Context: an optimization exercise on an open-source flow, tuned for small area and a short achievable clock period. The choices shown serve that exercise and are no tape-out recipe.
At most, simulation tests tie the RTL to the original design; equivalence was not proved.
Power is estimated from default activity; no workload was simulated.

==> harbor <==
==> flow/design.v <==
module framebuffer_reader #(
   parameter int unsigned ADDR_W      = 32,
   parameter int unsigned CNT_W       = 20,
   parameter int unsigned FIFO_DEPTH  = 64,
   parameter int unsigned MAX_PENDING = 16
) (
   input  logic              clk,
   input  logic              rst_n,
   input  logic              start,
   input  logic [ADDR_W-1:0] base_addr,
   input  logic [CNT_W-1:0]  word_count,
   output logic              busy,
   output logic              done,
   output logic [ADDR_W-1:0] master_address,
   output logic              master_read,
   input  logic              master_wait_request,
   input  logic [31:0]       master_read_data,
   input  logic              master_read_data_valid,
   output logic [31:0]       out_data,
   output logic              out_valid,
   input  logic              out_ready
   ,
   output logic [15:0]       underflow_count
);
   localparam int unsigned MEM_N  = FIFO_DEPTH - 1;        
   localparam int unsigned PTR_W  = $clog2(MEM_N);
   localparam int unsigned FCNT_W = $clog2(FIFO_DEPTH + 1);
   localparam int unsigned PEND_W = $clog2(MAX_PENDING + 1);
   logic               issuing;       
   logic [ADDR_W-1:2]  addr_q;
   logic [CNT_W-1:0]   issue_left;
   logic [PEND_W-1:0]  pending;       
   logic [FCNT_W-1:0]  inflight;      
   logic [31:0]        head;
   logic               head_v;
   logic [31:0]        mem [MEM_N];
   logic [PTR_W-1:0]   wr_ptr;
   logic [MEM_N-1:0]   rd_sel;        
   logic [31:0]        ring_q;
   logic [PTR_W-1:0]   mcount;        
   logic               idle_start;
   logic               accept;
   logic               push;
   logic               pop;
   logic               load_head;
   logic               ring_ne;
   logic               ring_rd;
   logic               ring_wr;
   logic               last_pop;
   logic               unused_addr_lsbs;
   assign unused_addr_lsbs = &{1'b0, base_addr[1:0]};
   assign master_read    = issuing && !inflight[FCNT_W-1] && !pending[PEND_W-1];
   assign master_address = {addr_q, 2'b00};
   assign accept         = master_read && !master_wait_request;
   assign idle_start = !busy && start;
   assign push = master_read_data_valid && busy && (pending != '0);
   assign out_valid = head_v;
   assign out_data  = head;
   assign pop       = head_v && out_ready;
   assign ring_ne   = (mcount != '0);
   assign load_head = !head_v || out_ready;
   assign ring_rd   = load_head && ring_ne;
   assign ring_wr   = push && (ring_ne || (head_v && !out_ready));
   assign last_pop = busy && !issuing && (pending == '0) && pop && !ring_ne;
   always_ff @(posedge clk or negedge rst_n) begin
      if (!rst_n) begin
         issuing    <= 1'b0;
         pending    <= '0;
         inflight   <= '0;
         busy       <= 1'b0;
         done       <= 1'b0;
      end else begin
         done <= (idle_start && (word_count == '0)) || last_pop;
         case ({accept, push})
            2'b10:   pending <= pending + PEND_W'(1);
            2'b01:   pending <= pending - PEND_W'(1);
            default: pending <= pending;
         endcase
         case ({accept, pop})
            2'b10:   inflight <= inflight + FCNT_W'(1);
            2'b01:   inflight <= inflight - FCNT_W'(1);
            default: inflight <= inflight;
         endcase
         if (idle_start) begin
            if (word_count != '0) begin
               busy    <= 1'b1;
               issuing <= 1'b1;
            end
         end else begin
            if (accept && (issue_left == CNT_W'(1))) begin
               issuing <= 1'b0;
            end
            if (last_pop) begin
               busy <= 1'b0;
            end
         end
      end
   end
   always_ff @(posedge clk) begin
      if (idle_start) begin
         addr_q     <= base_addr[ADDR_W-1:2];
         issue_left <= word_count;
      end else if (accept) begin
         addr_q     <= addr_q + 1'b1;
         issue_left <= issue_left - CNT_W'(1);
      end
   end
   always_comb begin
      ring_q = '0;
      for (int i = 0; i < MEM_N; i++) begin
         ring_q = ring_q | (mem[i] & {32{rd_sel[i]}});
      end
   end
   always_ff @(posedge clk) begin
      if (load_head) begin
         head <= ring_ne ? ring_q : master_read_data;
      end
   end
   always_ff @(posedge clk or negedge rst_n) begin
      if (!rst_n) begin
         head_v <= 1'b0;
      end else if (load_head) begin
         head_v <= ring_ne || push;
      end
   end
   always_ff @(posedge clk) begin
      if (push) begin
         mem[wr_ptr] <= master_read_data;
      end
   end
   always_ff @(posedge clk or negedge rst_n) begin
      if (!rst_n) begin
         wr_ptr <= '0;
         rd_sel <= MEM_N'(1);
         mcount <= '0;
      end else begin
         if (ring_wr) begin
            wr_ptr <= (wr_ptr == PTR_W'(MEM_N - 1)) ? '0 : wr_ptr + PTR_W'(1);
         end
         if (ring_rd) begin
            rd_sel <= {rd_sel[MEM_N-2:0], rd_sel[MEM_N-1]};
         end
         case ({ring_wr, ring_rd})
            2'b10:   mcount <= mcount + PTR_W'(1);
            2'b01:   mcount <= mcount - PTR_W'(1);
            default: mcount <= mcount;
         endcase
      end
   end
   always_ff @(posedge clk or negedge rst_n) begin
      if (!rst_n) begin
         underflow_count <= '0;
      end else if (idle_start) begin
         underflow_count <= '0;
      end else if (busy && out_ready && !head_v && (underflow_count != '1)) begin
         underflow_count <= underflow_count + 16'd1;
      end
   end
endmodule
==> flow/run.sh <==
#!/bin/bash
# synth_recipe.tcl (not shown) runs the flow's synth.tcl, then flattens the netlist and writes it again
# the make line also repeats each setting of config.mk as NAME=value (left out here)
make -C /OpenROAD-flow-scripts/flow DESIGN_CONFIG=/design/flow/config.mk WORK_HOME=/design/flow/orfs CLKGATE_MAP_FILE= SYNTH_SCRIPT=/design/flow/synth_recipe.tcl finish
==> flow/config.mk <==
export PLATFORM = sky130hd
export DESIGN_NAME = framebuffer_reader
export DESIGN_NICKNAME = framebuffer_reader
export VERILOG_FILES = /design/flow/design.v
export SDC_FILE = /design/flow/constraint.sdc
export NUM_CORES = 4
export LEC_CHECK = 0
export CAP_MARGIN = 20
export CORE_MARGIN = 2
export CORE_UTILIZATION = 40
export SETUP_SLACK_MARGIN = 3.3
export SLEW_MARGIN = 20
==> flow/constraint.sdc <==
create_clock -name core_clock -period 6.0 [get_ports {clk}]
set_input_delay 1.2000 -clock core_clock [delete_from_list [all_inputs] [get_ports {clk}]]
set_output_delay 1.2000 -clock core_clock [all_outputs]
set_load 0.01 [all_outputs]
==> inputs of indigo, as changes to harbor <==
==> flow/design.v (replaced) <==
module framebuffer_reader #(
   parameter int unsigned ADDR_W      = 32,
   parameter int unsigned CNT_W       = 20,
   parameter int unsigned FIFO_DEPTH  = 64,
   parameter int unsigned MAX_PENDING = 16
) (
   input  logic              clk,
   input  logic              rst_n,
   input  logic              start,
   input  logic [ADDR_W-1:0] base_addr,
   input  logic [CNT_W-1:0]  word_count,
   output logic              busy,
   output logic              done,
   output logic [ADDR_W-1:0] master_address,
   output logic              master_read,
   input  logic              master_wait_request,
   input  logic [31:0]       master_read_data,
   input  logic              master_read_data_valid,
   output logic [31:0]       out_data,
   output logic              out_valid,
   input  logic              out_ready
   ,
   output logic [15:0]       underflow_count
);
   localparam int unsigned MEM_N  = FIFO_DEPTH - 1;        
   localparam int unsigned FCNT_W = $clog2(FIFO_DEPTH + 1);
   localparam int unsigned PEND_W = $clog2(MAX_PENDING + 1);
   logic               issuing;       
   logic               mr_q;          
   logic [ADDR_W-1:2]  addr_q;
   logic [CNT_W-1:0]   issue_left;
   logic [PEND_W-1:0]  pending;       
   logic [FCNT_W-1:0]  inflight;      
   logic [31:0]        head;
   logic               head_v;
   logic [31:0]        mem [MEM_N];   
   logic [MEM_N-1:0]   rd_sel;        
   logic               ring_ne;       
   logic [31:0]        ring_q;
   logic               idle_start;
   logic               accept;
   logic               push;
   logic               pop;
   logic               load_head;
   logic               ring_rd;
   logic               ring_wr;
   logic               last_pop;
   logic               issuing_nx;
   logic               inf_ok_nx;
   logic               pend_ok_nx;
   logic               pend_nz_nx;
   logic               rx_ok;         
   logic               unused_addr_lsbs;
   logic [PEND_W-1:0]  pending_inc, pending_dec;
   logic [FCNT_W-1:0]  inflight_inc, inflight_dec;
   assign pending_inc  = pending + PEND_W'(1);
   assign pending_dec  = ~(~pending + PEND_W'(1));
   assign inflight_inc = inflight + FCNT_W'(1);
   assign inflight_dec = ~(~inflight + FCNT_W'(1));
   assign unused_addr_lsbs = &{1'b0, base_addr[1:0]};
   assign master_read    = mr_q;
   assign master_address = {addr_q, 2'b00};
   assign accept         = mr_q && !master_wait_request;
   assign idle_start = !busy && start;
   assign push = master_read_data_valid && rx_ok;
   assign out_valid = head_v;
   assign out_data  = head;
   assign pop       = head_v && out_ready;
   assign load_head = !head_v || out_ready;
   assign ring_rd   = load_head && ring_ne;
   assign ring_wr   = push && (ring_ne || (head_v && !out_ready));
   assign last_pop = busy && !issuing && !rx_ok && pop && !ring_ne;
   always_comb begin
      issuing_nx = issuing && !(accept && (issue_left == CNT_W'(1)));
      case ({accept, pop})
         2'b10:   inf_ok_nx = (inflight < FCNT_W'(FIFO_DEPTH - 1));
         2'b01:   inf_ok_nx = 1'b1;
         default: inf_ok_nx = (inflight < FCNT_W'(FIFO_DEPTH));
      endcase
      case ({accept, push})
         2'b10:   pend_ok_nx = (pending < PEND_W'(MAX_PENDING - 1));
         2'b01:   pend_ok_nx = 1'b1;
         default: pend_ok_nx = (pending < PEND_W'(MAX_PENDING));
      endcase
      case ({accept, push})
         2'b10:   pend_nz_nx = 1'b1;
         2'b01:   pend_nz_nx = (pending != PEND_W'(1));
         default: pend_nz_nx = (pending != '0);
      endcase
   end
   always_ff @(posedge clk or negedge rst_n) begin
      if (!rst_n) begin
         issuing  <= 1'b0;
         mr_q     <= 1'b0;
         rx_ok    <= 1'b0;
         pending  <= '0;
         inflight <= '0;
         busy     <= 1'b0;
         done     <= 1'b0;
      end else begin
         done <= (idle_start && (word_count == '0)) || last_pop;
         rx_ok <= busy && pend_nz_nx;
         case ({accept, push})
            2'b10:   pending <= pending_inc;
            2'b01:   pending <= pending_dec;
            default: pending <= pending;
         endcase
         case ({accept, pop})
            2'b10:   inflight <= inflight_inc;
            2'b01:   inflight <= inflight_dec;
            default: inflight <= inflight;
         endcase
         if (idle_start) begin
            busy    <= (word_count != '0);
            issuing <= (word_count != '0);
            mr_q    <= (word_count != '0);
         end else begin
            issuing <= issuing_nx;
            mr_q    <= issuing_nx && inf_ok_nx && pend_ok_nx;
            if (last_pop) begin
               busy <= 1'b0;
            end
         end
      end
   end
   always_ff @(posedge clk) begin
      addr_q <= ({(ADDR_W-2){idle_start}} & base_addr[ADDR_W-1:2])
              | ({(ADDR_W-2){!idle_start && accept}} & (addr_q + 1'b1))
              | ({(ADDR_W-2){!idle_start && !accept}} & addr_q);
   end
   always_ff @(posedge clk) begin
      if (idle_start) begin
         issue_left <= word_count;
      end else if (accept) begin
         issue_left <= issue_left - CNT_W'(1);
      end
   end
   always_comb begin
      ring_q = '0;
      for (int i = 0; i < MEM_N; i++) begin
         ring_q = ring_q | (mem[i] & {32{rd_sel[i]}});
      end
   end
   always_ff @(posedge clk) begin
      head <= ({32{load_head && ring_ne}} & ring_q)
            | ({32{load_head && !ring_ne}} & master_read_data)
            | ({32{!load_head}} & head);
   end
   always_ff @(posedge clk or negedge rst_n) begin
      if (!rst_n) begin
         head_v <= 1'b0;
      end else if (load_head) begin
         head_v <= ring_ne || push;
      end
   end
   always_ff @(posedge clk) begin
      if (push) begin
         mem[0] <= master_read_data;
         for (int i = 1; i < MEM_N; i++) begin
            mem[i] <= mem[i-1];
         end
      end
   end
   always_ff @(posedge clk or negedge rst_n) begin
      if (!rst_n) begin
         rd_sel  <= '0;
         ring_ne <= 1'b0;
      end else begin
         if (ring_wr && !ring_rd) begin
            rd_sel <= {rd_sel[MEM_N-2:0], !ring_ne};
         end else if (ring_rd && !ring_wr) begin
            rd_sel <= {1'b0, rd_sel[MEM_N-1:1]};
         end
         if (ring_wr) begin
            ring_ne <= 1'b1;
         end else if (ring_rd && rd_sel[0]) begin
            ring_ne <= 1'b0;
         end
      end
   end
   always_ff @(posedge clk or negedge rst_n) begin
      if (!rst_n) begin
         underflow_count <= '0;
      end else if (idle_start) begin
         underflow_count <= '0;
      end else if (busy && out_ready && !head_v && (underflow_count != '1)) begin
         underflow_count <= underflow_count + 16'd1;
      end
   end
endmodule
==> flow/flow/run.sh (new file) <==
#!/bin/bash
set -euo pipefail
export BUFFER_PORTS_ARGS="-buffer_cell sky130_fd_sc_hd__buf_4"
bash standard.sh > standard.log 2>&1
==> flow/standard.sh (new file) <==
#!/bin/bash
# synth_recipe.tcl (not shown) runs the flow's synth.tcl, then flattens the netlist and writes it again
# the make line also repeats each setting of config.mk as NAME=value (left out here)
make -C /OpenROAD-flow-scripts/flow DESIGN_CONFIG=/design/flow/config.mk WORK_HOME=/design/flow/orfs CLKGATE_MAP_FILE= SYNTH_SCRIPT=/design/flow/synth_recipe.tcl "${@:-finish}"
- CTS_CLUSTER_DIAMETER: unset -> 50
- CTS_CLUSTER_SIZE: unset -> 25
- SETUP_SLACK_MARGIN: 3.3 -> 3.4
removed: flow/run.sh
==> summary of the runs <==
indigo produced a clean layout. harbor produced a clean layout. Between indigo and harbor, the lower routed wire length is in indigo (gap about 18%, measured against harbor). Against harbor, the non-clock buffer count of indigo is lower by 190. Between indigo and harbor, the lower design area is in indigo (gap about 4%, measured against harbor). Of indigo and harbor, harbor has the higher global-route usage (gap 6.0 points). Between harbor and indigo, the lower sequential power is in harbor (gap about 20%, measured against indigo). In harbor the first-iteration DRC count is larger than in indigo, by 13%. Of indigo and harbor, harbor has the higher utilization (gap 1.4 points). Between indigo and harbor, the lower setup slack is in harbor (gap 0.23 ns).
For harbor, only the layout was checked, not whether the RTL still works.

[static timing again, ports no longer ideal]
The flow's constraints put no driver on any port. The routed layouts listed below were extracted and timed again, unchanged, in two steps. Step 1, drivers: a clkbuf_16 drives clk and a buf_2 each remaining input, both assumed. Step 2 moves the port delays by t, midway between the first and last clock arrival at a register: inputs arrive t later, outputs are due t later. That takes back most of the time a late clock gives input paths. Slacks: ideal ports / drivers / drivers and shift; pairs: ideal ports / drivers.
run	t, ns	setup WS [ns]	latest minus earliest clock arrival (ns)
harbor	0.950	3.107 / 3.017 / 2.395	0.097 / 0.096
indigo	0.901	3.340 / 3.303 / 2.473	0.057 / 0.057
After both steps setup and hold are still met in every run listed. The setup slack of indigo, which loses most, moves by -0.037 ns with the drivers and by -0.867 ns with both steps.
